This design comes from an exercise in tuning for a short achievable clock period and few clock cycles on the open sky130 flow, not from production work.
RTL that was checked went through simulation tests only; none was proved equivalent to the original.
For run 4, only the layout was checked, not whether the RTL still works.
The flow treats the clock pin as an ideal source, which a real chip does not have.
Power and IR drop assume default switching activity.

==> design.v <==
package tss_pkg;
  localparam int DEPTH = 256;
  localparam int AW    = $clog2(DEPTH);
  localparam int CW    = $clog2(DEPTH + 1);
  localparam int DW    = 32;
  typedef enum logic [2:0] {
    REQ_PUSH_ONE = 3'd0,
    REQ_PUSH_TWO = 3'd1,
    REQ_POP_ONE  = 3'd2,
    REQ_POP_TWO  = 3'd3,
    REQ_PEEK_ONE = 3'd4,
    REQ_PEEK_TWO = 3'd5
  } req_code_t;
  typedef enum logic [1:0] {
    ST_OK        = 2'd0,
    ST_OVERFLOW  = 2'd1,
    ST_UNDERFLOW = 2'd2
  } stat_code_t;
  typedef struct packed {
    logic [2:0]           req_type;
    logic signed [DW-1:0] push_value;
  } tss_in_t;
  typedef struct packed {
    logic signed [DW-1:0] read_data;
    logic [1:0]           status;
    logic                 is_full;
    logic                 first_empty;
    logic                 second_empty;
    logic [CW-1:0]        used_total;
  } tss_out_t;
endpackage
module tss_ram #(
  parameter int WIDTH = 32,
  parameter int DEPTH = 256
) (
  input  logic                     clk,
  input  logic                     we,
  input  logic [$clog2(DEPTH)-1:0] addr,
  input  logic [WIDTH-1:0]         wdata,
  output logic [WIDTH-1:0]         rdata     
);
  localparam int GS = 16;
  localparam int NG = DEPTH / GS;
  logic [DEPTH*WIDTH-1:0] mem;
  logic [NG*WIDTH-1:0]    cand_d, cand_r;
  logic [3:0]             grp_r;
  for (genvar w = 0; w < DEPTH; w++) begin : g_word
    always_ff @(posedge clk) begin
      if (we && addr == w) begin
        mem[w*WIDTH +: WIDTH] <= wdata;
      end
    end
  end
  for (genvar g = 0; g < NG; g++) begin : g_grp
    logic [GS*WIDTH-1:0] row;
    assign row = mem[g*GS*WIDTH +: GS*WIDTH];
    assign cand_d[g*WIDTH +: WIDTH] = row[addr[3:0]*WIDTH +: WIDTH];
  end
  always_ff @(posedge clk) begin
    cand_r <= cand_d;
    grp_r  <= addr[7:4];
  end
  assign rdata = cand_r[grp_r*WIDTH +: WIDTH];
endmodule
module tss_ctrl (
  input  logic                   clk,
  input  logic                   rst_n,
  input  logic                   start,
  output logic                   busy,
  input  tss_pkg::tss_in_t       in_item,
  input  logic                   cfg_we,
  input  logic [tss_pkg::CW-1:0] cfg_wdata,
  output logic                   req_v,
  output logic [2:0]             req_type,
  output logic [tss_pkg::DW-1:0] req_value,
  output logic                   cfg_v,
  output logic [tss_pkg::CW-1:0] cfg_data
);
  assign busy = 1'b0;
  always_ff @(posedge clk) begin
    req_v     <= start & rst_n;
    cfg_v     <= cfg_we & rst_n;
    req_type  <= in_item.req_type;
    req_value <= in_item.push_value;
    cfg_data  <= cfg_wdata;
  end
endmodule
module tss_dpath (
  input  logic                   clk,
  input  logic                   rst_n,
  input  logic                   req_v,
  input  logic [2:0]             req_type,
  input  logic [tss_pkg::DW-1:0] req_value,
  input  logic                   cfg_v,
  input  logic [tss_pkg::CW-1:0] cfg_data,
  output logic                   acc_v,
  output logic                   acc_we,
  output logic                   acc_hit,
  output logic [tss_pkg::AW-1:0] acc_addr,
  output logic [tss_pkg::DW-1:0] acc_wdata,
  output logic [1:0]             acc_stat,
  output logic                   st_full,
  output logic                   st_e1,
  output logic                   st_e2,
  output logic [tss_pkg::CW-1:0] st_used
);
  localparam int CW = tss_pkg::CW;
  localparam int AW = tss_pkg::AW;
  logic [CW-1:0] n1_r, n2_r, used_r, room_r, cap_r;
  logic          full_r, e1_r, e2_r;
  logic [AW-1:0] a1m_r, a2_r, a2p_r;
  logic          is_push, is_pop, is_peek, sel2, empty_sel;
  logic          push1, push2, pop1, pop2, push, pop, hit;
  logic [1:0]    stat;
  logic [AW-1:0] addr;
  logic [CW-1:0] cap_new;
  assign is_push   = req_type[2:1] == 2'b00;
  assign is_pop    = req_type[2:1] == 2'b01;
  assign is_peek   = req_type[2:1] == 2'b10;
  assign sel2      = req_type[0];
  assign empty_sel = sel2 ? e2_r : e1_r;
  assign push  = req_v & is_push & ~full_r;
  assign push1 = push & ~sel2;
  assign push2 = push & sel2;
  assign pop1  = req_v & is_pop & ~sel2 & ~e1_r;
  assign pop2  = req_v & is_pop & sel2 & ~e2_r;
  assign pop   = pop1 | pop2;
  assign hit   = (is_pop | is_peek) & ~empty_sel;
  always_comb begin
    stat = tss_pkg::ST_OK;
    if (is_push & full_r) stat = tss_pkg::ST_OVERFLOW;
    if ((is_pop | is_peek) & empty_sel) stat = tss_pkg::ST_UNDERFLOW;
  end
  always_comb begin
    case ({is_push, sel2})
      2'b10:   addr = n1_r[AW-1:0];
      2'b11:   addr = a2_r;
      2'b00:   addr = a1m_r;
      default: addr = a2p_r;
    endcase
  end
  always_comb begin
    if (cfg_data == '0) begin
      cap_new = CW'(1);
    end else if (cfg_data > CW'(tss_pkg::DEPTH)) begin
      cap_new = CW'(tss_pkg::DEPTH);
    end else begin
      cap_new = cfg_data;
    end
  end
  always_ff @(posedge clk) begin
    if (!rst_n) begin
      n1_r   <= '0;
      n2_r   <= '0;
      used_r <= '0;
      room_r <= CW'(tss_pkg::DEPTH);
      cap_r  <= CW'(tss_pkg::DEPTH);
      full_r <= 1'b0;
      e1_r   <= 1'b1;
      e2_r   <= 1'b1;
      a1m_r  <= '1;
      a2_r   <= AW'(tss_pkg::DEPTH - 1);
      a2p_r  <= AW'(tss_pkg::DEPTH);
    end else if (cfg_v) begin
      n1_r   <= '0;
      n2_r   <= '0;
      used_r <= '0;
      room_r <= cap_new;
      cap_r  <= cap_new;
      full_r <= 1'b0;
      e1_r   <= 1'b1;
      e2_r   <= 1'b1;
      a1m_r  <= '1;
      a2_r   <= AW'(cap_new - CW'(1));
      a2p_r  <= cap_new[AW-1:0];
    end else begin
      if (push1) begin
        n1_r  <= n1_r + CW'(1);
        a1m_r <= n1_r[AW-1:0];
        e1_r  <= 1'b0;
      end else if (pop1) begin
        n1_r  <= n1_r - CW'(1);
        a1m_r <= a1m_r - AW'(1);
        e1_r  <= n1_r == CW'(1);
      end
      if (push2) begin
        n2_r  <= n2_r + CW'(1);
        a2_r  <= a2_r - AW'(1);
        a2p_r <= a2_r;
        e2_r  <= 1'b0;
      end else if (pop2) begin
        n2_r  <= n2_r - CW'(1);
        a2_r  <= a2p_r;
        a2p_r <= a2p_r + AW'(1);
        e2_r  <= n2_r == CW'(1);
      end
      if (push) begin
        used_r <= used_r + CW'(1);
        room_r <= room_r - CW'(1);
        full_r <= room_r == CW'(1);
      end else if (pop) begin
        used_r <= used_r - CW'(1);
        room_r <= room_r + CW'(1);
        full_r <= 1'b0;
      end
    end
  end
  always_ff @(posedge clk) begin
    acc_v     <= req_v & rst_n;
    acc_we    <= push;
    acc_hit   <= req_v & hit;
    acc_addr  <= addr;
    acc_wdata <= req_value;
    acc_stat  <= stat;
  end
  assign st_full = full_r;
  assign st_e1   = e1_r;
  assign st_e2   = e2_r;
  assign st_used = used_r;
endmodule
module two_stacks_shared_memory (
  input  logic        clk,
  input  logic        rst_n,
  input  logic        start,
  output logic        busy,
  input  logic [34:0] in_item,
  output logic        out_valid,
  output logic [45:0] out_item,
  input  logic        cfg_we,
  input  logic [8:0]  cfg_wdata
);
  localparam int CW = tss_pkg::CW;
  localparam int AW = tss_pkg::AW;
  localparam int DW = tss_pkg::DW;
  tss_pkg::tss_in_t  in_s;
  tss_pkg::tss_out_t out_s;
  logic          req_v, cfg_v;
  logic [2:0]    req_type;
  logic [DW-1:0] req_value;
  logic [CW-1:0] cfg_data;
  logic          acc_v, acc_we, acc_hit;
  logic [AW-1:0] acc_addr;
  logic [DW-1:0] acc_wdata;
  logic [1:0]    acc_stat;
  logic          st_full, st_e1, st_e2;
  logic [CW-1:0] st_used;
  logic [DW-1:0] ram_rdata;
  logic          rd_v, rd_hit, rd_full, rd_e1, rd_e2;
  logic [1:0]    rd_stat;
  logic [CW-1:0] rd_used;
  logic          res_v, res_full, res_e1, res_e2;
  logic [DW-1:0] res_data;
  logic [1:0]    res_stat;
  logic [CW-1:0] res_used;
  assign in_s = in_item;
  tss_ctrl u_ctrl (
    .clk       (clk),
    .rst_n     (rst_n),
    .start     (start),
    .busy      (busy),
    .in_item   (in_s),
    .cfg_we    (cfg_we),
    .cfg_wdata (cfg_wdata),
    .req_v     (req_v),
    .req_type  (req_type),
    .req_value (req_value),
    .cfg_v     (cfg_v),
    .cfg_data  (cfg_data)
  );
  tss_dpath u_dpath (
    .clk       (clk),
    .rst_n     (rst_n),
    .req_v     (req_v),
    .req_type  (req_type),
    .req_value (req_value),
    .cfg_v     (cfg_v),
    .cfg_data  (cfg_data),
    .acc_v     (acc_v),
    .acc_we    (acc_we),
    .acc_hit   (acc_hit),
    .acc_addr  (acc_addr),
    .acc_wdata (acc_wdata),
    .acc_stat  (acc_stat),
    .st_full   (st_full),
    .st_e1     (st_e1),
    .st_e2     (st_e2),
    .st_used   (st_used)
  );
  tss_ram #(
    .WIDTH (DW),
    .DEPTH (tss_pkg::DEPTH)
  ) u_ram (
    .clk   (clk),
    .we    (acc_we),
    .addr  (acc_addr),
    .wdata (acc_wdata),
    .rdata (ram_rdata)
  );
  always_ff @(posedge clk) begin
    rd_v    <= acc_v & rst_n;
    rd_hit  <= acc_hit;
    rd_stat <= acc_stat;
    rd_full <= st_full;
    rd_e1   <= st_e1;
    rd_e2   <= st_e2;
    rd_used <= st_used;
  end
  always_ff @(posedge clk) begin
    res_v    <= rd_v & rst_n;
    res_data <= rd_hit ? ram_rdata : '1;
    res_stat <= rd_stat;
    res_full <= rd_full;
    res_e1   <= rd_e1;
    res_e2   <= rd_e2;
    res_used <= rd_used;
  end
  assign out_s.read_data    = res_data;
  assign out_s.status       = res_stat;
  assign out_s.is_full      = res_full;
  assign out_s.first_empty  = res_e1;
  assign out_s.second_empty = res_e2;
  assign out_s.used_total   = res_used;
  assign out_item           = out_s;
  assign out_valid          = res_v;
endmodule
==> run.sh <==
#!/bin/bash
# synth_recipe.tcl (not shown) runs the flow's synth.tcl, then flattens the netlist and writes it again
# the make line also repeats each setting of config.mk as NAME=value (left out here)
make -C /OpenROAD-flow-scripts/flow DESIGN_CONFIG=/design/flow/config.mk WORK_HOME=/design/flow/orfs CLKGATE_MAP_FILE= SYNTH_SCRIPT=/design/flow/synth_recipe.tcl finish
==> config.mk <==
export PLATFORM = sky130hd
export DESIGN_NAME = two_stacks_shared_memory
export DESIGN_NICKNAME = two_stacks_shared_memory
export VERILOG_FILES = /design/flow/design.v
export SDC_FILE = /design/flow/constraint.sdc
export NUM_CORES = 8
export LEC_CHECK = 0
export CAP_MARGIN = 20
export CORE_MARGIN = 2
export CORE_UTILIZATION = 25
export PLACE_DENSITY = 0.35
export SLEW_MARGIN = 20
export SYNTH_MEMORY_MAX_BITS = 16384
==> constraint.sdc <==
create_clock -name core_clock -period 10.0 [get_ports {clk}]
set_input_delay 2.0000 -clock core_clock [delete_from_list [all_inputs] [get_ports {clk}]]
set_output_delay 2.0000 -clock core_clock [all_outputs]
set_load 0.01 [all_outputs]
==> results of run 1 <==
[worst min-delay path by stage]
stage                                               end  slack (ns)
after detailed placement                 res_e1$_DFF_P_        0.31
after floorplan                          rd_hit$_DFF_P_        0.31
after CTS                 u_dpath.acc_wdata[15]$_DFF_P_        0.32
after global routing      u_dpath.acc_wdata[15]$_DFF_P_        0.32
final                     u_dpath.acc_wdata[15]$_DFF_P_        0.31
after global placement    u_dpath.acc_wdata[26]$_DFF_P_        0.31
[flip-flops by register name (all words and copies together) (netlist names), 3 cells and up]
| name | cells |
|---|---|
| u_dpath.a2_r | 8 |
| u_dpath.a2p_r | 8 |
| rd_used | 9 |
| u_ctrl.cfg_data | 9 |
| u_ram.cand_r | 512 |
| u_ram.mem | 8192 |
| res_data | 32 |
| u_dpath.acc_wdata | 32 |
| u_ram.grp_r | 4 |
| u_dpath.a1m_r | 8 |
| u_ctrl.req_value | 32 |
| u_ctrl.req_type | 3 |
| u_dpath.n1_r | 9 |
| u_dpath.n2_r | 9 |
| u_dpath.room_r | 9 |
| u_dpath.used_r | 9 |
| u_dpath.acc_addr | 8 |
| res_used | 9 |
[per-stage QoR]
step	worst slack (ns)	utilization [%]	power [W]	cell area (um2)
after floorplan	5.77	-	0.0467	330000
after global placement	4.56	27.1	0.0510	356000
after detailed placement	4.57	27.1	0.0510	356000
after CTS	4.56	29.7	0.0895	390000
after global routing	4.27	29.7	0.0909	390000
final	4.82	29.7	0.0880	390000
[cells by family after synthesis]
logic type	Yosys count	share of synthesized area [%]
muxes	2731	18.6
AOI/OAI and AO/OA	141	0.274
and+or+nand+nor	577	0.802
adders and majority gates	23	0.0896
xor gates and xnor gates	33	0.0877
buffers and inverters	703	1.03
DFF	8925	79.1
other	1	0.00114
[final cells by class]
cell class	count	area (um2)
Antenna cell	91	228
Clock buffer	1556	31000
Clock inverter	348	2880
Fill cell	126000	924000
Inverter	21	78.8
Multi-Input combinational cell	3506	67700
Sequential cell	8925	261000
Tap cell	17600	22000
Timing Repair Buffer	637	5530
[routing by layer]
| layer | vias to the layer above | routed length [um] | track usage [%] |
|---|---|---|---|
| li1 | 59100 | - | - |
| met1 | 84900 | 507000 | 23.4 |
| met2 | 4237 | 534000 | 26.7 |
| met3 | 1387 | 52100 | 2.29 |
| met4 | 26 | 21000 | 3.19 |
| met5 | - | 197 | 0 |
[placed cells by master, fill, tap and decap left out, types with 8 or more instances in the layout]
cell and n:
inv_6 24, nor3_1 16, xnor2_1 21, and2_1 8
nor2_1 63, and3_1 9, a21oi_1 33, clkbuf_16 1135
clkinv_2 121, o21ai_0 34, nand2_1 51, clkinvlp_4 13
ha_1 22, mux4_2 2728, clkbuf_8 101, clkinv_1 131
nand2_4 13, buf_12 36, nand2b_1 39, bufinv_16 42
diode_2 91, edfxtp_1 8192, nor2_4 252, clkdlybuf4s50_1 94
dfxtp_4 39, clkinv_8 8, clkbuf_1 320, a31oi_1 8
buf_4 504, xor2_1 12, nand3_1 29, nand4_1 16
nor2b_1 16, inv_1 21, dfxtp_1 692
[power by group]
| group | switching (W) | internal (W) | leakage [nW] |
|---|---|---|---|
| Sequential | 0.00147 | 0.0413 | 79.8 |
| Clock | 0.0155 | 0.0226 | 16.6 |
| Combinational | 0.00417 | 0.00298 | 22.2 |
| Total | 0.0212 | 0.0669 | 118 |
==> impl_metrics.ini, run 1 <==
[clock_network]
cts_resized = 0
clk_latency_ns = 1.29
cts-root-buf = clkbuf_16
max_h_tree_level = 7
clock_sinks = 8925
cts_tree = built
clk_transition_reported_paths_ns = 0.06
clock_tree.buffer_depth = 6
postCtsSetupRepairBufs = 0
numCtsBuffers = 1111
postCtsHoldBufs = 0

[cells_and_area]
stdcell_count = 32600
post_route_cells_drive_above_1_share_pct = 33.7
layout.nets = 14300
area_growth_syn_to_layout_pct = 18.4

[placement]
port-buffer-count = 94
dp_cells = 30600
detail_placement_hpwl_um = 611000
gp_routability_congestion = 0.709

[detailed_routing]
drtAntennaViolNets = 0
drc_errors = 0
via_count = 150000
drtIter0Drc = 16300
firstDrtPassIters = 5
post_drt_wl_per_cell_um = 34.1
post_drt_via_cell_ratio = 4.58
totalWireLength_um = 1110000

[synth]
synth_most_common_cell = edfxtp_1
post_synth_edffs = 8192
mean_post_synth_cell_area_um2 = 25.1
fraction_of_synthesized_cell_area_taken_by_the_top_area_cell_type_pct = 74.6
synth_cells = 13100
synth_fp_nets = 13200
yosys_warnings = 4
postSynth.topFlopCell = edfxtp_1
synth_cell_type_count = 66
asyncSetResetFlopFracSynth_pct = 0
ys_ff_latch = 8925
most_numerous_cell_types_in_the_synthesized_netlist = 8192 x edfxtp_1, 2728 x mux4_2, 733 x dfxtp_1
netlist.top_cell.by_area = edfxtp_1
synth.area.top_cells = edfxtp_1 75%, mux4_2 19%, dfxtp_1 4.5%
seq_area_frac_synth_pct = 79.1
post_synth_instance_area_um2 = 330000

[timing]
clock-skew-final_ns = 0.0956
rsz0062_at_grt = false
totalNegativeSetupSlack_ns = 0
report.final.hold_viol_count = 0
maxSlewHeadroom_pct = 14.1
worst_slew_pin_slew_ns = 1.29
highest_attainable_clock_frequency_mhz = 193
finalHoldWorstSlack_ns = 0.311
timing.final.setup_violations = 0
finalCritPeriodShare_pct = 51.8
finalWorstPathRequiredPeriod_ns = 5.18
timing_max_transition_violations_final = 0

[floorplanning]
number_of_cell_rows = 421
chipWidth_um = 1150
fp.dieArea_um2 = 1330000
ios = 96
dieHeight_um = 1150
floorplan.initialDensity_pct = 25.1
design.core.area_um2 = 1310000

[setup_path]
worstRegToRegCells = 6
endpoint_kind = register
crit_required_ns = 11.10
ff2ff_setup_slack_ns = 4.82
worst-path-max-fanout = 77
crit_path_start = u_dpath.acc_addr[0]$_DFF_P_
arrival_ns = 6.28
cpPeakStageDelay_ns = 0.83
endpoint = u_ram.cand_r[423]$_DFF_P_
worstSetupPathType = reg -> reg
worstPathCellList = buf_12 > buf_4 > buf_4 > buf_4 > mux4_2 > mux4_2
worstReg2RegStart = u_dpath.acc_addr[0]$_DFF_P_
cpLargestDelayFamily = buffers and inverters
critical_path.reg2reg.endpoint = u_ram.cand_r[423]$_DFF_P_
critPathBufInv = 4
worstSetupStartpointType = register
critical_path.most_common_cell = buf_4
critical-path-slowest-cell = buf_4
cp_num_cells = 6

[worst_hold_path]
timing.hold.worst.class = reg -> reg
whs_path_depth = 0
min_from = u_ctrl.req_value[15]$_DFF_P_

[status]
status = complete, no violations

[flow_run]
maxCapViolCount = 0

[power_and_ir_drop]
power.leakage_nw = 118
power_density_nw_per_um2 = 226
vdd_ir_drop_max_uv = 122

[grt]
gr-usage-all-layers_pct = 16.3
antenna_found_initial = 166
grt_start_max_net_pins = 150
vias_in_the_first_global_route = 156000
grt-ovfl-total = 0
grt_pass1_wl_um = 1480000
Testbench counts, summed over its fixed seeds: cycles 19,232.
==> run 2: changes to the inputs <==
--- a/design.v
+++ b/design.v
@@ -34,33 +34,58 @@
   parameter int DEPTH = 256
 ) (
   input  logic                     clk,
-  input  logic                     we,
+  input  logic                     en,       
+  input  logic                     we,       
   input  logic [$clog2(DEPTH)-1:0] addr,
   input  logic [WIDTH-1:0]         wdata,
-  output logic [WIDTH-1:0]         rdata     
+  output logic [WIDTH-1:0]         rdata
 );
   localparam int GS = 16;
   localparam int NG = DEPTH / GS;
+  logic [GS-1:0]          lo_dec;
+  logic [NG-1:0]          hi_dec;
+  logic [DEPTH-1:0]       sel_r, wsel_r;
+  logic [WIDTH-1:0]       wdata_r;
   logic [DEPTH*WIDTH-1:0] mem;
-  logic [NG*WIDTH-1:0]    cand_d, cand_r;
-  logic [3:0]             grp_r;
+  logic [NG*WIDTH-1:0]    part_d, part_r;
+  for (genvar i = 0; i < GS; i++) begin : g_lo
+    assign lo_dec[i] = addr[3:0] == i;
+  end
+  for (genvar i = 0; i < NG; i++) begin : g_hi
+    assign hi_dec[i] = en && addr[7:4] == i;
+  end
+  always_ff @(posedge clk) begin
+    for (int w = 0; w < DEPTH; w++) begin
+      sel_r[w]  <= hi_dec[w / GS] & lo_dec[w % GS];
+      wsel_r[w] <= we & hi_dec[w / GS] & lo_dec[w % GS];
+    end
+    wdata_r <= wdata;
+  end
   for (genvar w = 0; w < DEPTH; w++) begin : g_word
     always_ff @(posedge clk) begin
-      if (we && addr == w) begin
-        mem[w*WIDTH +: WIDTH] <= wdata;
+      if (wsel_r[w]) begin
+        mem[w*WIDTH +: WIDTH] <= wdata_r;
       end
     end
   end
-  for (genvar g = 0; g < NG; g++) begin : g_grp
-    logic [GS*WIDTH-1:0] row;
-    assign row = mem[g*GS*WIDTH +: GS*WIDTH];
-    assign cand_d[g*WIDTH +: WIDTH] = row[addr[3:0]*WIDTH +: WIDTH];
+  always_comb begin
+    part_d = '0;
+    for (int g = 0; g < NG; g++) begin
+      for (int j = 0; j < GS; j++) begin
+        part_d[g*WIDTH +: WIDTH] = part_d[g*WIDTH +: WIDTH]
+          | ({WIDTH{sel_r[g*GS+j]}} & mem[(g*GS+j)*WIDTH +: WIDTH]);
+      end
+    end
   end
   always_ff @(posedge clk) begin
-    cand_r <= cand_d;
-    grp_r  <= addr[7:4];
+    part_r <= part_d;
+  end
+  always_comb begin
+    rdata = '0;
+    for (int g = 0; g < NG; g++) begin
+      rdata = rdata | part_r[g*WIDTH +: WIDTH];
+    end
   end
-  assign rdata = cand_r[grp_r*WIDTH +: WIDTH];
 endmodule
 module tss_ctrl (
   input  logic                   clk,
@@ -94,6 +119,7 @@
   input  logic                   cfg_v,
   input  logic [tss_pkg::CW-1:0] cfg_data,
   output logic                   acc_v,
+  output logic                   acc_en,
   output logic                   acc_we,
   output logic                   acc_hit,
   output logic [tss_pkg::AW-1:0] acc_addr,
@@ -207,6 +233,7 @@
   end
   always_ff @(posedge clk) begin
     acc_v     <= req_v & rst_n;
+    acc_en    <= req_v & ~(req_type[2] & req_type[1]);
     acc_we    <= push;
     acc_hit   <= req_v & hit;
     acc_addr  <= addr;
@@ -238,13 +265,16 @@
   logic [2:0]    req_type;
   logic [DW-1:0] req_value;
   logic [CW-1:0] cfg_data;
-  logic          acc_v, acc_we, acc_hit;
+  logic          acc_v, acc_en, acc_we, acc_hit;
   logic [AW-1:0] acc_addr;
   logic [DW-1:0] acc_wdata;
   logic [1:0]    acc_stat;
   logic          st_full, st_e1, st_e2;
   logic [CW-1:0] st_used;
   logic [DW-1:0] ram_rdata;
+  logic          dc_v, dc_hit, dc_full, dc_e1, dc_e2;
+  logic [1:0]    dc_stat;
+  logic [CW-1:0] dc_used;
   logic          rd_v, rd_hit, rd_full, rd_e1, rd_e2;
   logic [1:0]    rd_stat;
   logic [CW-1:0] rd_used;
@@ -276,6 +306,7 @@
     .cfg_v     (cfg_v),
     .cfg_data  (cfg_data),
     .acc_v     (acc_v),
+    .acc_en    (acc_en),
     .acc_we    (acc_we),
     .acc_hit   (acc_hit),
     .acc_addr  (acc_addr),
@@ -291,19 +322,29 @@
     .DEPTH (tss_pkg::DEPTH)
   ) u_ram (
     .clk   (clk),
+    .en    (acc_en),
     .we    (acc_we),
     .addr  (acc_addr),
     .wdata (acc_wdata),
     .rdata (ram_rdata)
   );
   always_ff @(posedge clk) begin
-    rd_v    <= acc_v & rst_n;
-    rd_hit  <= acc_hit;
-    rd_stat <= acc_stat;
-    rd_full <= st_full;
-    rd_e1   <= st_e1;
-    rd_e2   <= st_e2;
-    rd_used <= st_used;
+    dc_v    <= acc_v & rst_n;
+    dc_hit  <= acc_hit;
+    dc_stat <= acc_stat;
+    dc_full <= st_full;
+    dc_e1   <= st_e1;
+    dc_e2   <= st_e2;
+    dc_used <= st_used;
+  end
+  always_ff @(posedge clk) begin
+    rd_v    <= dc_v & rst_n;
+    rd_hit  <= dc_hit;
+    rd_stat <= dc_stat;
+    rd_full <= dc_full;
+    rd_e1   <= dc_e1;
+    rd_e2   <= dc_e2;
+    rd_used <= dc_used;
   end
   always_ff @(posedge clk) begin
     res_v    <= rd_v & rst_n;
==> flow/run.sh (new file) <==
#!/bin/bash
# Own flow: the standard layout (standard.sh), with repair_timing asked
# for extra setup margin so it keeps improving paths past the 10 ns clock.
# make's output goes to make.log; each ORFS step logs under orfs/logs/.
set -euo pipefail
MARGIN=${MARGIN:-6.8}
sed -e "s/\"\${@:-finish}\"/SETUP_SLACK_MARGIN=$MARGIN \"\${@:-finish}\"/" standard.sh > own_standard.sh
grep -q "SETUP_SLACK_MARGIN=$MARGIN" own_standard.sh
bash own_standard.sh > make.log 2>&1
==> standard.sh (new file) <==
#!/bin/bash
# synth_recipe.tcl (not shown) runs the flow's synth.tcl, then flattens the netlist and writes it again
# the make line also repeats each setting of config.mk as NAME=value (left out here)
make -C /OpenROAD-flow-scripts/flow DESIGN_CONFIG=/design/flow/config.mk WORK_HOME=/design/flow/orfs CLKGATE_MAP_FILE= SYNTH_SCRIPT=/design/flow/synth_recipe.tcl "${@:-finish}"
--- a/config.mk
+++ b/config.mk
@@ -5,9 +5,11 @@
 export SDC_FILE = /design/flow/constraint.sdc
 export NUM_CORES = 8
 export LEC_CHECK = 0
+export ABC_CLOCK_PERIOD_IN_PS = 3000
 export CAP_MARGIN = 20
 export CORE_MARGIN = 2
-export CORE_UTILIZATION = 25
-export PLACE_DENSITY = 0.35
+export CORE_UTILIZATION = 62
+export CTS_CLUSTER_DIAMETER = 150
+export CTS_CLUSTER_SIZE = 25
+export PLACE_DENSITY = 0.72
 export SLEW_MARGIN = 20
-export SYNTH_MEMORY_MAX_BITS = 16384
removed: run.sh
==> run 2 against run 1 <==
The layout now fails its checks (antenna violations). Final cell count is 27% lower. Synthesized cell count is 23% higher. Flip-flop and latch count is 557 higher. Critical endpoint is now out_valid.
==> impl_metrics.ini, run 2 <==
[status]
status = complete, but fails checks
so.violations = antenna violations

[clock_network]
postCtsSetupRepairBufs = 0
clock_sinks = 9482
numCtsBuffers = 418
clk_latency_ns = 1.11
cts-root-buf = clkbuf_16
clk_transition_reported_paths_ns = 0.11
max_h_tree_level = 5
cts_tree = built
clock_tree.buffer_depth = 4

[power_and_ir_drop]
internal_power_w = 0.0512
net-switching-power_w = 0.0128
power.clock.fraction_pct = 31.1
power.sequential.fraction_pct = 67.4
post-layout-total-power_w = 0.0640
share_comb_of_total_power_pct = 1.5
power.share.switching_pct = 19.9
vdd_ir_drop_max_uv = 172
power_density_nw_per_um2 = 185
power.leakage_nw = 107

[placement]
dpl-instance-area_um2 = 333000
detail_placement_hpwl_um = 498000
gp_routability_congestion = 0.866
port-buffer-count = 94

[grt]
grt_start_max_net_pins = 109
vias_in_the_first_global_route = 166000
antenna_found_initial = 69
grt-ovfl-total = 0
grt_pass1_wl_um = 1310000
gr-usage-all-layers_pct = 36.2

[cells_and_area]
post_route_cells_drive_above_1_share_pct = 9.84
filler_cell_count = 32600
area_growth_syn_to_layout_pct = 7.67
mostFrequentLayoutCells = 8192 x edfxtp_1, 2053 x a22o_1, 2053 x a221oi_1
layout.nets = 16500
layout.area.seq_um2 = 272000
max_flop_register = u_ram.mem
design_area_um2 = 345000
multi_input_area_um2 = 46100
mostFrequentLayoutCell = edfxtp_1
layout_top_registers = u_ram.mem (8192), u_ram.part_r (512)
largest_register_ffs = 8192

[synth]
most_numerous_cell_types_in_the_synthesized_netlist = 8192 x edfxtp_1, 2053 x a221oi_1, 2053 x a22o_1
synth.area.top_cells = edfxtp_1 77%, dfxtp_1 8.1%, a221oi_1 5.6%
asyncSetResetFlopFracSynth_pct = 0
post_synth_edffs = 8192
ys_ff_latch = 9482
synth_most_common_cell = edfxtp_1
postSynth.topFlopCell = edfxtp_1
mean_post_synth_cell_area_um2 = 19.8
yosys_warnings = 4
netlist.top_cell.by_area = edfxtp_1
fraction_of_synthesized_cell_area_taken_by_the_top_area_cell_type_pct = 76.7
synth_cell_type_count = 74
synth_cells = 16200
post_synth_instance_area_um2 = 321000
synth_fp_nets = 16300
seq_area_frac_synth_pct = 84.7

[timing]
report.final.hold_viol_count = 0
highest_attainable_clock_frequency_mhz = 283
maxSlewHeadroom_pct = 9.54
timing_max_transition_violations_final = 0
rsz0062_at_grt = true
worst_slew_pin_slew_ns = 1.35
totalNegativeSetupSlack_ns = 0
clock-skew-final_ns = 0.0492
finalCritPeriodShare_pct = 35.3
finalWorstPathRequiredPeriod_ns = 3.53
timing.final.setup_violations = 0

[setup_path]
endpoint_kind = output pin
cpLargestDelayFamily = flip-flops
worstSetupPathType = reg -> out
worstPathCellList = buf_6
worstSetupStartpointType = register
worstReg2RegStart = u_dpath.acc_addr[2]$_DFF_P_
crit_required_ns = 8.00
ff2ff_setup_slack_ns = 6.92
critical_path.reg2reg.endpoint = u_ram.sel_r[148]$_DFF_P_
critical-path-slowest-cell = dfxtp_2
arrival_ns = 1.53
worstRegToRegCells = 3
worst-path-max-fanout = 1
critPathBufInv = 1
cpPeakStageDelay_ns = 0.34

[worst_hold_path]
timing.hold.worst.class = reg -> reg
holdPathEnd = u_ram.wdata_r[5]$_DFF_P_
whs_path_depth = 0
min_from = u_dpath.acc_wdata[5]$_DFF_P_

[detailed_routing]
post_drt_via_cell_ratio = 7.48
drtIter0Drc = 33500
totalWireLength_um = 967000
drc_errors = 0
via_count = 178000
drtAntennaViolNets = 1
firstDrtPassIters = 8
post_drt_wl_per_cell_um = 40.6

[floorplanning]
fp.dieArea_um2 = 523000
design.core.area_um2 = 516000
ios = 96
number_of_cell_rows = 264
floorplan.initialDensity_pct = 62.2
chipWidth_um = 723
dieHeight_um = 723

[flow_run]
maxCapViolCount = 0
==> run 2: cell types whose count changed in the layout (fill, tap and decap cells not counted), sizes merged, moves of 47 or more <==
cell | before | now
a221oi | 5 | 2054
a22o | 1 | 2053
buf | 543 | 687
clkbuf | 1556 | 753
clkdlybuf4s50 | 94 | 47
clkinv | 267 | 9
dfxtp | 733 | 1290
mux4 | 2728 | 8
nand4 | 16 | 569
nor2 | 315 | 570
nor3 | 20 | 80
==> run 2: per-layer routing <==
layer	vias up	track usage, %	wire [um]
li1	69200	-	-
met1	90800	49.6	328000
met2	15600	53.7	428000
met3	2258	12.1	159000
met4	44	15.9	51400
met5	-	0.314	349
==> run 2: final cells by class <==
cell class | count | share of cell area, %
Sequential cell | 9482 | 78.9
Multi-Input combinational cell | 5803 | 13.3
Clock buffer | 753 | 3.44
Tap cell | 6916 | 2.51
Timing Repair Buffer | 734 | 1.65
Clock inverter | 23 | 0.101
Antenna cell | 67 | 0.0485
Inverter | 21 | 0.0228
==> run 2: metrics by stage <==
step                instances  hold WS, ns  util, %  setup slack [ns]
floorplan               16200        0.310        -              6.94
global placement        22900        0.311     64.5              5.41
detailed placement      23000        0.312     64.5              5.44
CTS                     23700        0.327     66.9              6.40
global route            23700        0.331     66.9              6.43
finish                  23800        0.328     66.9              6.47
==> run 2: power groups by stage <==
stage / clock [W] / sequential [W] / combinational (W)
after floorplan: 0 / 0.0441 / 0.000162
after global placement: 0 / 0.0440 / 0.000899
after detailed placement: 0 / 0.0440 / 0.000929
after CTS: 0.0199 / 0.0431 / 0.000928
after global routing: 0.0212 / 0.0431 / 0.000989
final: 0.0199 / 0.0431 / 0.000981
==> run 2: repair_timing <==
item | 4_1_cts | 5_1_grt
resized for setup | 212 | 20
setup endpoints to repair | 51 | 53
hold buffers | 0 | 0
==> run 2: cells by family (layout without fill, tap and decap cells) <==
kind of cell	Yosys count	after routing	synth area share (%)
buf+inv	916	1531	1.08
xor+xnor	30	30	0.0819
simple gates	1499	1499	2.44
compound gates	4238	4238	11.5
mux	11	11	0.0671
other cells	1	68	0.00117
flops	9482	9482	84.7
fa+ha+maj	24	24	0.0960
==> run 2: how the worst max path moves through the flow <==
stage                     cells past startpoint  slack (ns)           startpoint                       endpoint
after floorplan                               4        6.94                rst_n   u_dpath.a2_r[0]$_SDFFE_PN1P_
after global placement                        5        5.41                rst_n  u_dpath.a2p_r[0]$_SDFFE_PN0P_
after detailed placement                      5        5.44                rst_n   u_dpath.a2_r[0]$_SDFFE_PN1P_
after CTS                                     1        6.40  res_stat[0]$_DFF_P_                   out_item[12]
after global routing                          1        6.43       res_e1$_DFF_P_                   out_item[10]
final                                         1        6.47        res_v$_DFF_P_                      out_valid
Testbench counts of run 2, summed over its fixed seeds: cycles 19,240.
==> run 3: changes to the inputs <==
--- a/config.mk
+++ b/config.mk
@@ -8,8 +8,8 @@
 export ABC_CLOCK_PERIOD_IN_PS = 3000
 export CAP_MARGIN = 20
 export CORE_MARGIN = 2
-export CORE_UTILIZATION = 62
+export CORE_UTILIZATION = 50
 export CTS_CLUSTER_DIAMETER = 150
 export CTS_CLUSTER_SIZE = 25
-export PLACE_DENSITY = 0.72
+export PLACE_DENSITY = 0.6
 export SLEW_MARGIN = 20
==> run 3 against run 2 <==
The run now finishes clean. Largest power group unchanged. Total power is 0.68% higher. First-iteration DRC count shrank 14%. Clock power rose by 2%.
==> impl_metrics.ini, run 3 <==
[clock_network]
clock_tree.buffer_depth = 4
numCtsBuffers = 419
max_h_tree_level = 5
cts-root-buf = clkbuf_16
clk_transition_reported_paths_ns = 0.10
cts_tree = built
clock_sinks = 9482
clk_latency_ns = 1.14

[setup_path]
endpoint_kind = output pin
arrival_ns = 1.71
worstPathCellList = buf_6
worst-path-max-fanout = 1
cpPeakStageDelay_ns = 0.47
worstRegToRegCells = 3
cpLargestDelayFamily = flip-flops
crit_required_ns = 8.00
worstSetupStartpointType = register
critPathBufInv = 1
worstSetupPathType = reg -> out
critical-path-slowest-cell = dfxtp_4
cp_num_cells = 1

[synth]
synth_cells = 16200
most_numerous_cell_types_in_the_synthesized_netlist = 8192 x edfxtp_1, 2053 x a221oi_1, 2053 x a22o_1
post_synth_instance_area_um2 = 321000
postSynth.topFlopCell = edfxtp_1
post_synth_edffs = 8192
synth_fp_nets = 16300
synth.area.top_cells = edfxtp_1 77%, dfxtp_1 8.1%, a221oi_1 5.6%
asyncSetResetFlopFracSynth_pct = 0
synth_most_common_cell = edfxtp_1
netlist.top_cell.by_area = edfxtp_1
fraction_of_synthesized_cell_area_taken_by_the_top_area_cell_type_pct = 76.7
ys_ff_latch = 9482
seq_area_frac_synth_pct = 84.7
mean_post_synth_cell_area_um2 = 19.8
synth_cell_type_count = 74
yosys_warnings = 4

[detailed_routing]
drtAntennaViolNets = 0
firstDrtPassIters = 6
drc_errors = 0
post_drt_wl_per_cell_um = 40.5
drtIter0Drc = 29000
totalWireLength_um = 1030000
via_count = 177000
post_drt_via_cell_ratio = 6.96

[timing]
clock-skew-final_ns = 0.0708
report.final.hold_viol_count = 0
maxSlewHeadroom_pct = 13.5
timing.final.setup_violations = 0
totalNegativeSetupSlack_ns = 0
rsz0062_at_grt = true
timing_max_transition_violations_final = 0
worst_slew_pin_slew_ns = 1.29
finalCritPeriodShare_pct = 37.1
highest_attainable_clock_frequency_mhz = 270
finalWorstPathRequiredPeriod_ns = 3.71

[floorplanning]
fp.dieArea_um2 = 648000
floorplan.initialDensity_pct = 50.1
number_of_cell_rows = 294
design.core.area_um2 = 640000
dieHeight_um = 805
chipWidth_um = 805
ios = 96

[cells_and_area]
area_growth_syn_to_layout_pct = 8.46
fin_util_pct = 54.4
layout_top_registers = u_ram.mem (8192), u_ram.part_r (512)
post_route_cells_drive_above_1_share_pct = 10.4
max_flop_register = u_ram.mem
mostFrequentLayoutCells = 8192 x edfxtp_1, 2053 x a22o_1, 2053 x a221oi_1
layout.nets = 16600
mostFrequentLayoutCell = edfxtp_1
largest_register_ffs = 8192

[grt]
gr-usage-all-layers_pct = 30.7
vias_in_the_first_global_route = 164000
grt-ovfl-total = 0
grt_pass1_wl_um = 1380000
antenna_found_initial = 100
grt_start_max_net_pins = 161

[worst_hold_path]
whs_path_depth = 0
timing.hold.worst.class = reg -> reg

[placement]
detail_placement_hpwl_um = 521000
port-buffer-count = 94
gp_routability_congestion = 0.824

[flow_run]
maxCapViolCount = 0

[power_and_ir_drop]
power.share.switching_pct = 20.4
power_density_nw_per_um2 = 185
power.leakage_nw = 107
power.clock.fraction_pct = 31.5
power.sequential.fraction_pct = 66.9
share_comb_of_total_power_pct = 1.6
net-switching-power_w = 0.0131
vdd_ir_drop_max_uv = 157
internal_power_w = 0.0513

[status]
status = complete, no violations
-- run 3: cell count changes in the layout (fill, tap and decap cells not counted), sizes merged --
cell | previous run | this run
diode | 67 | 71
clkbuf | 753 | 757
clkinv | 9 | 12
nand3b | 3 | 4
buf | 687 | 721
inv | 35 | 29
-- run 3: stage by stage --
| stage | worst slack [ns] | instances | area (um2) | hold slack [ns] | total power [W] |
|---|---|---|---|---|---|
| 2_1_floorplan | 6.94 | 16200 | 321000 | 0.310 | 0.0443 |
| 3_3_place_gp | 5.37 | 24500 | 335000 | 0.311 | 0.0450 |
| 3_5_place_dp | 5.31 | 24500 | 335000 | 0.312 | 0.0450 |
| 4_1_cts | 6.27 | 25300 | 347000 | 0.330 | 0.0645 |
| 5_1_grt | 6.28 | 25300 | 348000 | 0.334 | 0.0658 |
| 6_report | 6.29 | 25400 | 348000 | 0.318 | 0.0644 |
-- run 3: layout make-up --
cell class | instances | area, um2
flip-flops and latches | 9482 | 273000
multi-input cells | 5804 | 46200
clock buffers | 757 | 12000
fillers | 48900 | 292000
inverters | 21 | 78.8
diodes | 71 | 178
well taps | 8436 | 10600
repair buffers | 768 | 5980
clock inverters | 20 | 385
-- run 3: kinds of logic after synthesis --
| family | synth area share, % |
|---|---|
| DFF | 84.7 |
| and+or+nand+nor | 2.44 |
| buffers and inverters | 1.08 |
| adders and majority gates | 0.0960 |
| xor gates and xnor gates | 0.0819 |
| muxes | 0.0671 |
| other | 0.00117 |
| AOI/OAI and AO/OA | 11.5 |
-- run 3: path summary, 6_finish.rpt --
kind | startpoint | to | slack, ns
setup reg to reg | u_ram.wdata_r[9]$_DFF_P_ | u_ram.mem[2985]$_DFFE_PP_ | 6.92
setup / recovery | res_data[7]$_SDFF_PN1_ | out_item[21] | 6.29
hold reg to reg | u_ctrl.req_value[13]$_DFF_P_ | u_dpath.acc_wdata[13]$_DFF_P_ | 0.32
hold / removal | u_ctrl.req_value[13]$_DFF_P_ | u_dpath.acc_wdata[13]$_DFF_P_ | 0.32
-- run 3: repair_timing --
item	in CTS	in global routing
gates resized for setup	214	16
hold buffers	0	0
cloned	1	0
pin swaps	1	0
endpoints found under the setup margin	63	51
setup buffers	4	0
-- run 3: power by group through the flow --
stage	clock network (W)	logic [W]	registers, W
after CTS	0.0204	0.000985	0.0431
after detailed placement	0	0.000985	0.0440
after floorplan	0	0.000162	0.0441
after global placement	0	0.000959	0.0440
final	0.0203	0.00102	0.0431
after global routing	0.0217	0.00105	0.0431
-- run 3: layer usage --
metal  up-vias  global-route usage, %  share of wire (%)
met5         -                  0.124              0.031
met4        32                   11.2                4.2
met3      1644                   7.42                 13
met2     11900                   46.4                 45
met1     93800                   43.9                 38
li1      69300                      -                  -
==> run 4: changes to the inputs <==
--- a/design.v
+++ b/design.v
@@ -42,10 +42,12 @@
 );
   localparam int GS = 16;
   localparam int NG = DEPTH / GS;
+  localparam int WS = 32;            
+  localparam int NW = DEPTH / WS;
   logic [GS-1:0]          lo_dec;
   logic [NG-1:0]          hi_dec;
   logic [DEPTH-1:0]       sel_r, wsel_r;
-  logic [WIDTH-1:0]       wdata_r;
+  logic [NW*WIDTH-1:0]    wdata_r;    
   logic [DEPTH*WIDTH-1:0] mem;
   logic [NG*WIDTH-1:0]    part_d, part_r;
   for (genvar i = 0; i < GS; i++) begin : g_lo
@@ -59,12 +61,18 @@
       sel_r[w]  <= hi_dec[w / GS] & lo_dec[w % GS];
       wsel_r[w] <= we & hi_dec[w / GS] & lo_dec[w % GS];
     end
-    wdata_r <= wdata;
+  end
+  for (genvar c = 0; c < NW; c++) begin : g_wd
+    always_ff @(posedge clk) begin
+      if (en && we && addr[7:5] == c) begin
+        wdata_r[c*WIDTH +: WIDTH] <= wdata;
+      end
+    end
   end
   for (genvar w = 0; w < DEPTH; w++) begin : g_word
     always_ff @(posedge clk) begin
       if (wsel_r[w]) begin
-        mem[w*WIDTH +: WIDTH] <= wdata_r;
+        mem[w*WIDTH +: WIDTH] <= wdata_r[(w/WS)*WIDTH +: WIDTH];
       end
     end
   end
@@ -95,6 +103,7 @@
   input  tss_pkg::tss_in_t       in_item,
   input  logic                   cfg_we,
   input  logic [tss_pkg::CW-1:0] cfg_wdata,
+  output logic                   rst_q,
   output logic                   req_v,
   output logic [2:0]             req_type,
   output logic [tss_pkg::DW-1:0] req_value,
@@ -103,6 +112,7 @@
 );
   assign busy = 1'b0;
   always_ff @(posedge clk) begin
+    rst_q     <= rst_n;
     req_v     <= start & rst_n;
     cfg_v     <= cfg_we & rst_n;
     req_type  <= in_item.req_type;
@@ -113,6 +123,7 @@
 module tss_dpath (
   input  logic                   clk,
   input  logic                   rst_n,
+  input  logic                   rst_q,    
   input  logic                   req_v,
   input  logic [2:0]             req_type,
   input  logic [tss_pkg::DW-1:0] req_value,
@@ -175,7 +186,7 @@
     end
   end
   always_ff @(posedge clk) begin
-    if (!rst_n) begin
+    if (!rst_q) begin
       n1_r   <= '0;
       n2_r   <= '0;
       used_r <= '0;
@@ -261,7 +272,7 @@
   localparam int DW = tss_pkg::DW;
   tss_pkg::tss_in_t  in_s;
   tss_pkg::tss_out_t out_s;
-  logic          req_v, cfg_v;
+  logic          rst_q, req_v, cfg_v;
   logic [2:0]    req_type;
   logic [DW-1:0] req_value;
   logic [CW-1:0] cfg_data;
@@ -291,6 +302,7 @@
     .in_item   (in_s),
     .cfg_we    (cfg_we),
     .cfg_wdata (cfg_wdata),
+    .rst_q     (rst_q),
     .req_v     (req_v),
     .req_type  (req_type),
     .req_value (req_value),
@@ -300,6 +312,7 @@
   tss_dpath u_dpath (
     .clk       (clk),
     .rst_n     (rst_n),
+    .rst_q     (rst_q),
     .req_v     (req_v),
     .req_type  (req_type),
     .req_value (req_value),
--- a/config.mk
+++ b/config.mk
@@ -8,8 +8,8 @@
 export ABC_CLOCK_PERIOD_IN_PS = 3000
 export CAP_MARGIN = 20
 export CORE_MARGIN = 2
-export CORE_UTILIZATION = 50
+export CORE_UTILIZATION = 62
 export CTS_CLUSTER_DIAMETER = 150
 export CTS_CLUSTER_SIZE = 25
-export PLACE_DENSITY = 0.6
+export PLACE_DENSITY = 0.72
 export SLEW_MARGIN = 20
==> run 4 against run 3 <==
Now fails the layout checks on antenna violations. Critical path depth is the same. Non-clock buffer count is the same. Register-to-register slack lost 0.42 ns. Sequential power grew 0.9%. Sequential share of layout area grew 0.54 points. Cell area grew 1.9%. Setup slack gained 0.036 ns. Worst hold slack gained 0.0054 ns. Critical path type unchanged. Critical endpoint unchanged.
==> impl_metrics.ini, run 4 <==
[timing]
report.final.hold_viol_count = 0
highest_attainable_clock_frequency_mhz = 272
maxSlewHeadroom_pct = 9.40
totalNegativeSetupSlack_ns = 0
rsz0062_at_grt = true
worst_slew_pin_slew_ns = 1.35
timing.final.setup_violations = 0
timing_max_transition_violations_final = 0
clock-skew-final_ns = 0.104
finalWorstPathRequiredPeriod_ns = 3.67
finalHoldWorstSlack_ns = 0.323
finalCritPeriodShare_pct = 36.7

[floorplanning]
number_of_cell_rows = 267
floorplan.initialDensity_pct = 62.1
chipWidth_um = 731
design.core.area_um2 = 528000
fp.dieArea_um2 = 535000
dieHeight_um = 731
ios = 96

[synth]
fraction_of_synthesized_cell_area_taken_by_the_top_area_cell_type_pct = 77.4
ys_ff_latch = 9707
post_synth_instance_area_um2 = 328000
main_combinational_cell_family_by_area_after_synthesis = compound AO/OA/AOI/OAI gates
postSynth.topFlopCell = edfxtp_1
synth_most_common_cell = edfxtp_1
post_synth_mux_area_share_pct = 0.0683
netlist.top_cell.by_area = edfxtp_1
asyncSetResetFlopFracSynth_pct = 0
synth.area.top_cells = edfxtp_1 77%, dfxtp_1 7.7%, a221oi_1 5.5%
most_numerous_cell_types_in_the_synthesized_netlist = 8448 x edfxtp_1, 2054 x a221oi_1, 2052 x a22o_1
post_synth_edffs = 8448
synth_fp_nets = 16500
synth_xor_area_share_pct = 0.0775
synth-adder-area-share_pct = 0.0939
seq_area_frac_synth_pct = 85.0
yosys_warnings = 4
synthesized_area_fraction_occupied_by_and_or_nand_nor_cells_pct = 2.40
synth_compound_area_share_pct = 11.2
synth_cells = 16500
mean_post_synth_cell_area_um2 = 19.9
synth_cell_type_count = 77

[cells_and_area]
largest_register_ffs = 8192
design_area_um2 = 354000
filler_cell_count = 32700
mostFrequentLayoutCells = 8448 x edfxtp_1, 2054 x a221oi_1, 2052 x a22o_1
layout.nets = 16800
layout_top_registers = u_ram.mem (8192), u_ram.part_r (512)
fin_util_pct = 67.1
max_flop_register = u_ram.mem
mostFrequentLayoutCell = edfxtp_1
area_growth_syn_to_layout_pct = 8.06
post_route_cells_drive_above_1_share_pct = 10.4

[flow_run]
maxCapViolCount = 0

[detailed_routing]
post_drt_via_cell_ratio = 7.59
drc_errors = 0
drtIter0Drc = 37200
firstDrtPassIters = 9
post_drt_wl_per_cell_um = 42.4
via_count = 185000
totalWireLength_um = 1030000
drtAntennaViolNets = 1

[placement]
detail_placement_hpwl_um = 539000
port-buffer-count = 94
dpl-instance-area_um2 = 340000
gp_routability_congestion = 0.884

[clock_network]
max_h_tree_level = 5
clock_sinks = 9707
cts-root-buf = clkbuf_16
postCtsHoldBufs = 0
cts_tree = built
clk_latency_ns = 1.13
clk_transition_reported_paths_ns = 0.10
numCtsBuffers = 428
clock_tree.buffer_depth = 4

[setup_path]
crit_required_ns = 8.00
endpoint_kind = output pin
ff2ff_setup_slack_ns = 6.50
worstSetupPathType = reg -> out
cpLargestDelayFamily = flip-flops
cpPeakStageDelay_ns = 0.42
critical-path-slowest-cell = dfxtp_4
crit_path_start = res_data[7]$_SDFF_PN1_
worst-path-max-fanout = 1
worstReg2RegStart = u_ram.part_r[247]$_DFF_P_
critPathBufInv = 1
worstSetupStartpointType = register
worstPathCellList = buf_6
arrival_ns = 1.67

[worst_hold_path]
timing.hold.worst.class = reg -> reg
min_from = u_ctrl.req_value[24]$_DFF_P_

[grt]
gr-usage-all-layers_pct = 38.0
vias_in_the_first_global_route = 169000
grt-ovfl-total = 0
antenna_found_initial = 119
grt_start_max_net_pins = 45
grt_pass1_wl_um = 1390000

[status]
status = complete, but fails checks
so.violations = antenna violations

[power_and_ir_drop]
vdd_ir_drop_max_uv = 174
post-layout-total-power_w = 0.0645
power_density_nw_per_um2 = 182
power.leakage_nw = 110
## run 4: cell count changes after synthesis, sizes merged, moves of 4 or more
cell / delta
a211oi: -4
a21boi: +4
dfxtp: -31
edfxtp: +256
nand2: +13
nand3: -4
nor2b: +7
o21ai: +10
o31ai: -4
o32ai: +4
xor2: -4
## run 4: timing repair
action / 4_1_cts / 5_1_grt
resized for setup: 202 / 35
setup buffers: 0 / 0
pin swaps: 0 / 0
setup endpoints to repair: 47 / 48
## run 4: where the power goes
group	leakage [nW]	switching, W	internal, W
logic	17.4	0.000479	0.000116
registers	86.3	0.000128	0.0434
clock network	5.94	0.0121	0.00831
total	110	0.0127	0.0518
## run 4: stage by stage
| stage | instances | worst slack [ns] |
|---|---|---|
| 2_1_floorplan | 16500 | 7.18 |
| 3_3_place_gp | 23200 | 6.95 |
| 3_5_place_dp | 23200 | 6.96 |
| 4_1_cts | 24000 | 6.32 |
| 5_1_grt | 24300 | 6.32 |
| 6_report | 24400 | 6.33 |
## run 4: kinds of logic (layout without fill, tap and decap cells)
kind of cell / count (synthesis) / count (layout)
AO/OA/AOI/OAI: 4246 / 4246
XOR/XNOR: 29 / 29
adder cells (fa/ha/maj): 24 / 24
buffers and inverters: 923 / 1584
flip-flops: 9707 / 9707
multiplexers: 12 / 12
other: 1 / 283
AND/OR/NAND/NOR: 1510 / 1510
## run 4: final cells by class
| class | count | area (um2) | area share, % |
|---|---|---|---|
| sequential | 9707 | 280000 | 78.9 |
| multi-input combinational | 5822 | 46200 | 13.0 |
| clock buffer | 766 | 12000 | 3.40 |
| tap | 6994 | 8750 | 2.47 |
| timing repair buffer | 768 | 6560 | 1.85 |
| antenna | 282 | 706 | 0.199 |
| clock inverter | 27 | 539 | 0.152 |
| inverter | 23 | 86.3 | 0.0244 |
## run 4: final timing paths
check,to,cells after the start
hold / removal,u_dpath.acc_wdata[24]$_DFF_P_,0
hold reg to reg,u_dpath.acc_wdata[24]$_DFF_P_,0
setup / recovery,out_item[21],1
setup reg to reg,res_data[23]$_SDFF_PN1_,3
## run 4: routing by layer
metal / global-route usage [%] / up-vias / share of wire, % / wire (um)
li1: - / 70500 / - / -
met2: 53.6 / 18000 / 43 / 445000
met1: 51.1 / 93500 / 33 / 341000
met3: 14.4 / 2937 / 18 / 184000
met4: 21.6 / 58 / 6.2 / 64300
met5: 0 / - / 0.042 / 435
==> run 5: changes to the inputs <==
--- a/design.v
+++ b/design.v
@@ -34,9 +34,9 @@
   parameter int DEPTH = 256
 ) (
   input  logic                     clk,
-  input  logic                     en,       
   input  logic                     we,       
-  input  logic [$clog2(DEPTH)-1:0] addr,
+  input  logic [15:0]              hi,       
+  input  logic [15:0]              lo,       
   input  logic [WIDTH-1:0]         wdata,
   output logic [WIDTH-1:0]         rdata
 );
@@ -44,27 +44,19 @@
   localparam int NG = DEPTH / GS;
   localparam int WS = 32;            
   localparam int NW = DEPTH / WS;
-  logic [GS-1:0]          lo_dec;
-  logic [NG-1:0]          hi_dec;
   logic [DEPTH-1:0]       sel_r, wsel_r;
   logic [NW*WIDTH-1:0]    wdata_r;    
   logic [DEPTH*WIDTH-1:0] mem;
   logic [NG*WIDTH-1:0]    part_d, part_r;
-  for (genvar i = 0; i < GS; i++) begin : g_lo
-    assign lo_dec[i] = addr[3:0] == i;
-  end
-  for (genvar i = 0; i < NG; i++) begin : g_hi
-    assign hi_dec[i] = en && addr[7:4] == i;
-  end
   always_ff @(posedge clk) begin
     for (int w = 0; w < DEPTH; w++) begin
-      sel_r[w]  <= hi_dec[w / GS] & lo_dec[w % GS];
-      wsel_r[w] <= we & hi_dec[w / GS] & lo_dec[w % GS];
+      sel_r[w]  <= hi[w / GS] & lo[w % GS];
+      wsel_r[w] <= we & hi[w / GS] & lo[w % GS];
     end
   end
   for (genvar c = 0; c < NW; c++) begin : g_wd
     always_ff @(posedge clk) begin
-      if (en && we && addr[7:5] == c) begin
+      if (we && (hi[2*c] || hi[2*c+1])) begin
         wdata_r[c*WIDTH +: WIDTH] <= wdata;
       end
     end
@@ -130,10 +122,10 @@
   input  logic                   cfg_v,
   input  logic [tss_pkg::CW-1:0] cfg_data,
   output logic                   acc_v,
-  output logic                   acc_en,
   output logic                   acc_we,
   output logic                   acc_hit,
-  output logic [tss_pkg::AW-1:0] acc_addr,
+  output logic [15:0]            acc_hi,    
+  output logic [15:0]            acc_lo,    
   output logic [tss_pkg::DW-1:0] acc_wdata,
   output logic [1:0]             acc_stat,
   output logic                   st_full,
@@ -244,10 +236,12 @@
   end
   always_ff @(posedge clk) begin
     acc_v     <= req_v & rst_n;
-    acc_en    <= req_v & ~(req_type[2] & req_type[1]);
+    for (int i = 0; i < 16; i++) begin
+      acc_hi[i] <= req_v && !(req_type[2] && req_type[1]) && addr[7:4] == i;
+      acc_lo[i] <= addr[3:0] == i;
+    end
     acc_we    <= push;
     acc_hit   <= req_v & hit;
-    acc_addr  <= addr;
     acc_wdata <= req_value;
     acc_stat  <= stat;
   end
@@ -268,7 +262,6 @@
   input  logic [8:0]  cfg_wdata
 );
   localparam int CW = tss_pkg::CW;
-  localparam int AW = tss_pkg::AW;
   localparam int DW = tss_pkg::DW;
   tss_pkg::tss_in_t  in_s;
   tss_pkg::tss_out_t out_s;
@@ -276,8 +269,8 @@
   logic [2:0]    req_type;
   logic [DW-1:0] req_value;
   logic [CW-1:0] cfg_data;
-  logic          acc_v, acc_en, acc_we, acc_hit;
-  logic [AW-1:0] acc_addr;
+  logic          acc_v, acc_we, acc_hit;
+  logic [15:0]   acc_hi, acc_lo;
   logic [DW-1:0] acc_wdata;
   logic [1:0]    acc_stat;
   logic          st_full, st_e1, st_e2;
@@ -319,10 +312,10 @@
     .cfg_v     (cfg_v),
     .cfg_data  (cfg_data),
     .acc_v     (acc_v),
-    .acc_en    (acc_en),
     .acc_we    (acc_we),
     .acc_hit   (acc_hit),
-    .acc_addr  (acc_addr),
+    .acc_hi    (acc_hi),
+    .acc_lo    (acc_lo),
     .acc_wdata (acc_wdata),
     .acc_stat  (acc_stat),
     .st_full   (st_full),
@@ -335,9 +328,9 @@
     .DEPTH (tss_pkg::DEPTH)
   ) u_ram (
     .clk   (clk),
-    .en    (acc_en),
     .we    (acc_we),
-    .addr  (acc_addr),
+    .hi    (acc_hi),
+    .lo    (acc_lo),
     .wdata (acc_wdata),
     .rdata (ram_rdata)
   );
==> flow/run.sh (replaced) <==
#!/bin/bash
set -euo pipefail
HERE=$(pwd)
MARGIN=6.9
sed -e "s|\"\${@:-finish}\"|SETUP_SLACK_MARGIN=$MARGIN POST_CTS_TCL=$HERE/flow/post_cts.tcl MAX_REPAIR_ANTENNAS_ITER_DRT=10 \"\${@:-finish}\"|" standard.sh > own_standard.sh
grep -q "POST_CTS_TCL=$HERE/flow/post_cts.tcl" own_standard.sh
bash own_standard.sh > make.log 2>&1
==> flow/post_cts.tcl (new file) <==
proc remove_clock_root {port_name} {
  set block [ord::get_db_block]
  set bterm [$block findBTerm $port_name]
  set net [$bterm getNet]
  set iterms [$net getITerms]
  if {[llength $iterms] != 1} {
    puts "remove_clock_root: port net has [llength $iterms] loads; left as is"
    return
  }
  set root [[lindex $iterms 0] getInst]
  set out [$root findITerm X]
  if {$out eq "NULL" || $out eq ""} {
    puts "remove_clock_root: [$root getName] has no X pin; left as is"
    return
  }
  set onet [$out getNet]
  set loads {}
  foreach it [$onet getITerms] {
    if {[$it getInst] ne $root} { lappend loads $it }
  }
  if {[llength $loads] > 4 || [llength [$onet getBTerms]] > 0} {
    puts "remove_clock_root: root drives [llength $loads] pins; left as is"
    return
  }
  puts "remove_clock_root: removing [$root getName], port now drives [llength $loads] pins"
  foreach it $loads {
    set pin "[[$it getInst] getName]/[[$it getMTerm] getName]"
    disconnect_pin [$onet getName] $pin
    connect_pin [$net getName] $pin
  }
  delete_instance [$root getName]
  delete_net [$onet getName]
}

remove_clock_root clk
estimate_parasitics -placement
report_clock_latency
repair_timing_helper
detailed_placement
check_placement -verbose
==> run 5 against run 4 <==
The run now finishes clean. Worst hold slack lost 0.0038 ns. Critical path depth is the same. Register-to-register slack gained 0.34 ns. Highest routed layer unchanged.
==> impl_metrics.ini, run 5 <==
[status]
status = complete, no violations

[cells_and_area]
largest_register_ffs = 8192
mostFrequentLayoutCell = edfxtp_1
layout_top_registers = u_ram.mem (8192), u_ram.part_r (512)
post_route_cells_drive_above_1_share_pct = 9.61
mostFrequentLayoutCells = 8448 x edfxtp_1, 2050 x a221oi_1, 2049 x a22o_1
layout.nets = 16800
max_flop_register = u_ram.mem
area_growth_syn_to_layout_pct = 7.81

[power_and_ir_drop]
share_comb_of_total_power_pct = 0.7
power_density_nw_per_um2 = 182
power.sequential.fraction_pct = 67.8
power.share.switching_pct = 19.6
vdd_ir_drop_max_uv = 210
net-switching-power_w = 0.0126
power.leakage_nw = 112
internal_power_w = 0.0519
power.clock.fraction_pct = 31.5

[clock_network]
cts_tree = built
clock_sinks = 9730
clk_transition_reported_paths_ns = 0.09
clk_latency_ns = 0.83

[floorplanning]
number_of_cell_rows = 267
dieHeight_um = 733
design.core.area_um2 = 529000
fp.dieArea_um2 = 538000
ios = 96
chipWidth_um = 733
floorplan.initialDensity_pct = 62.3

[synth]
postSynth.topFlopCell = edfxtp_1
post_synth_instance_area_um2 = 330000
synth_cell_type_count = 80
asyncSetResetFlopFracSynth_pct = 0
seq_area_frac_synth_pct = 84.7
synth_fp_nets = 16600
synth_most_common_cell = edfxtp_1
synth-adder-area-share_pct = 0.0933
yosys_warnings = 4
synth_xor_area_share_pct = 0.0797
synth_cells = 16500
post_synth_mux_area_share_pct = 0.0641
main_combinational_cell_family_by_area_after_synthesis = compound AO/OA/AOI/OAI gates
mean_post_synth_cell_area_um2 = 20.0
fraction_of_synthesized_cell_area_taken_by_the_top_area_cell_type_pct = 76.9
post_synth_edffs = 8448
netlist.top_cell.by_area = edfxtp_1
synthesized_area_fraction_occupied_by_and_or_nand_nor_cells_pct = 2.75
synth_compound_area_share_pct = 11.2
most_numerous_cell_types_in_the_synthesized_netlist = 8448 x edfxtp_1, 2050 x a221oi_1, 2049 x a22o_1
ys_ff_latch = 9730
synth.area.top_cells = edfxtp_1 77%, dfxtp_1 7.8%, a221oi_1 5.4%

[timing]
finalWorstPathRequiredPeriod_ns = 3.25
rsz0062_at_grt = true
finalCritPeriodShare_pct = 32.5
report.final.hold_viol_count = 0
totalNegativeSetupSlack_ns = 0
clock-skew-final_ns = 0.0657
finalWorstSetupSlack_ns = 6.75
worst_slew_pin_slew_ns = 1.32
timing_max_transition_violations_final = 0
timing.final.setup_violations = 0
maxSlewHeadroom_pct = 12.3
finalHoldWorstSlack_ns = 0.320
highest_attainable_clock_frequency_mhz = 307

[grt]
grt_pass1_wl_um = 1340000
gr-usage-all-layers_pct = 35.9
vias_in_the_first_global_route = 168000
antenna_found_initial = 119
grt-ovfl-total = 0
grt_start_max_net_pins = 85

[setup_path]
cpLargestDelayFamily = flip-flops
cpPeakStageDelay_ns = 0.33
worst-path-max-fanout = 1
crit_required_ns = 8.00
arrival_ns = 1.25
cp_num_cells = 1
critPathBufInv = 1
critical-path-slowest-cell = dfxtp_1
endpoint_kind = output pin
worstRegToRegCells = 3
worstSetupStartpointType = register
worstSetupPathType = reg -> out
worstPathCellList = buf_2

[placement]
detail_placement_hpwl_um = 514000
port-buffer-count = 94
gp_routability_congestion = 0.844
place_ws_ns = 6.51

[detailed_routing]
drtAntennaViolNets = 0
drc_errors = 0
firstDrtPassIters = 6
via_count = 183000
post_drt_via_cell_ratio = 7.51
totalWireLength_um = 990000
post_drt_wl_per_cell_um = 40.5
drtIter0Drc = 33600

[worst_hold_path]
timing.hold.worst.class = reg -> reg
whs_path_depth = 0

[flow_run]
maxCapViolCount = 0
[run 5: cell count changes after synthesis, moves of 23 or more]
cell,before,now
buf_1,35,10
nor2_1,569,95
o21ai_1,4,28
and2_1,10,267
and3_1,7,262
o21ai_0,37,11
clkbuf_1,844,909
dfxtp_1,1259,1282
[run 5: path summary, 6_finish.rpt]
path | from | end | slack [ns]
setup / recovery | res_data[5]$_SDFF_PN1_ | out_item[19] | 6.75
hold / removal | u_ctrl.req_value[10]$_DFF_P_ | u_dpath.acc_wdata[10]$_DFF_P_ | 0.32
setup reg to reg | u_ram.part_r[35]$_DFF_P_ | res_data[3]$_SDFF_PN1_ | 6.84
hold reg to reg | u_ctrl.req_value[10]$_DFF_P_ | u_dpath.acc_wdata[10]$_DFF_P_ | 0.32
[run 5: final cells by class]
class | count | area, um2
flip-flops and latches | 9730 | 280000
diodes | 330 | 826
inverters | 18 | 67.6
clock inverters | 23 | 448
well taps | 6994 | 8750
multi-input cells | 5826 | 47100
repair buffers | 723 | 6250
fillers | 33300 | 174000
clock buffers | 783 | 12100
[run 5: power groups by stage]
stage                     sequential, W  clock [W]  combinational (W)
after global placement           0.0447          0           0.000439
after global routing             0.0437     0.0216           0.000462
after floorplan                  0.0445          0           0.000168
after detailed placement         0.0447          0           0.000440
final                            0.0438     0.0203           0.000473
[run 5: logic make-up (layout without fill, tap and decap cells)]
kind of cell / count (synthesis) / after routing
flops: 9730 / 9730
compound gates: 4261 / 4261
simple gates: 1499 / 1499
buf+inv: 954 / 1547
xor+xnor: 30 / 30
fa+ha+maj: 24 / 24
mux: 11 / 11
other cells: 1 / 331
[run 5: layer usage]
metal / wire (um) / vias up / part of all wire (%) / global-route usage (%)
met3: 167000 / 2246 / 17 / 12.3
met1: 333000 / 93500 / 34 / 49.4
met2: 439000 / 16800 / 44 / 51.9
li1: - / 70800 / - / -
met5: 1050 / - / 0.11 / 0.401
met4: 49100 / 52 / 5.0 / 17.5
[run 5: through the flow]
stage / utilization [%] / instances / cell area (um2) / power (W)
after floorplan: - / 16500 / 330000 / 0.0446
final: 67.2 / 24400 / 356000 / 0.0645
after global routing: 67.1 / 24200 / 355000 / 0.0658
after global placement: 64.4 / 23200 / 341000 / 0.0451
after detailed placement: 64.4 / 23200 / 341000 / 0.0451
Testbench counts of run 5, summed over its fixed seeds: cycles 19,240.

## re-timing with driven ports
Ports are ideal in the flow. The routed layouts listed here were re-timed in OpenROAD.
Step 1 assumes that a clkbuf_16 drives the clock port and a buf_2 every other input.
Step 2 also shifts input and output timing later by t, the mid clock arrival at the registers, as if the neighbouring blocks saw the same clock.
a / b / c = ideal ports / drivers / drivers and shift; a / b = the first two.
| run | shift t [ns] | slack for setup (ns) | worst register clock-pin slew, ns |
|---|---|---|---|
| run 1 | 1.393 | 4.820 / 4.820 / 4.820 | 0.07 / 0.07 |
| run 2 | 1.223 | 6.465 / 6.322 / 5.947 | 0.11 / 0.11 |
| run 3 | 1.245 | 6.290 / 6.143 / 5.863 | 0.11 / 0.11 |
| run 4 | 1.196 | 6.326 / 6.203 / 6.497 | 0.11 / 0.11 |
| run 5 | 1.042 | 6.746 / 6.502 / 6.837 | 0.10 / 0.10 |
For run 2, which loses most, drivers alone change the setup slack by -0.143 ns; drivers and shift together by -0.518 ns.
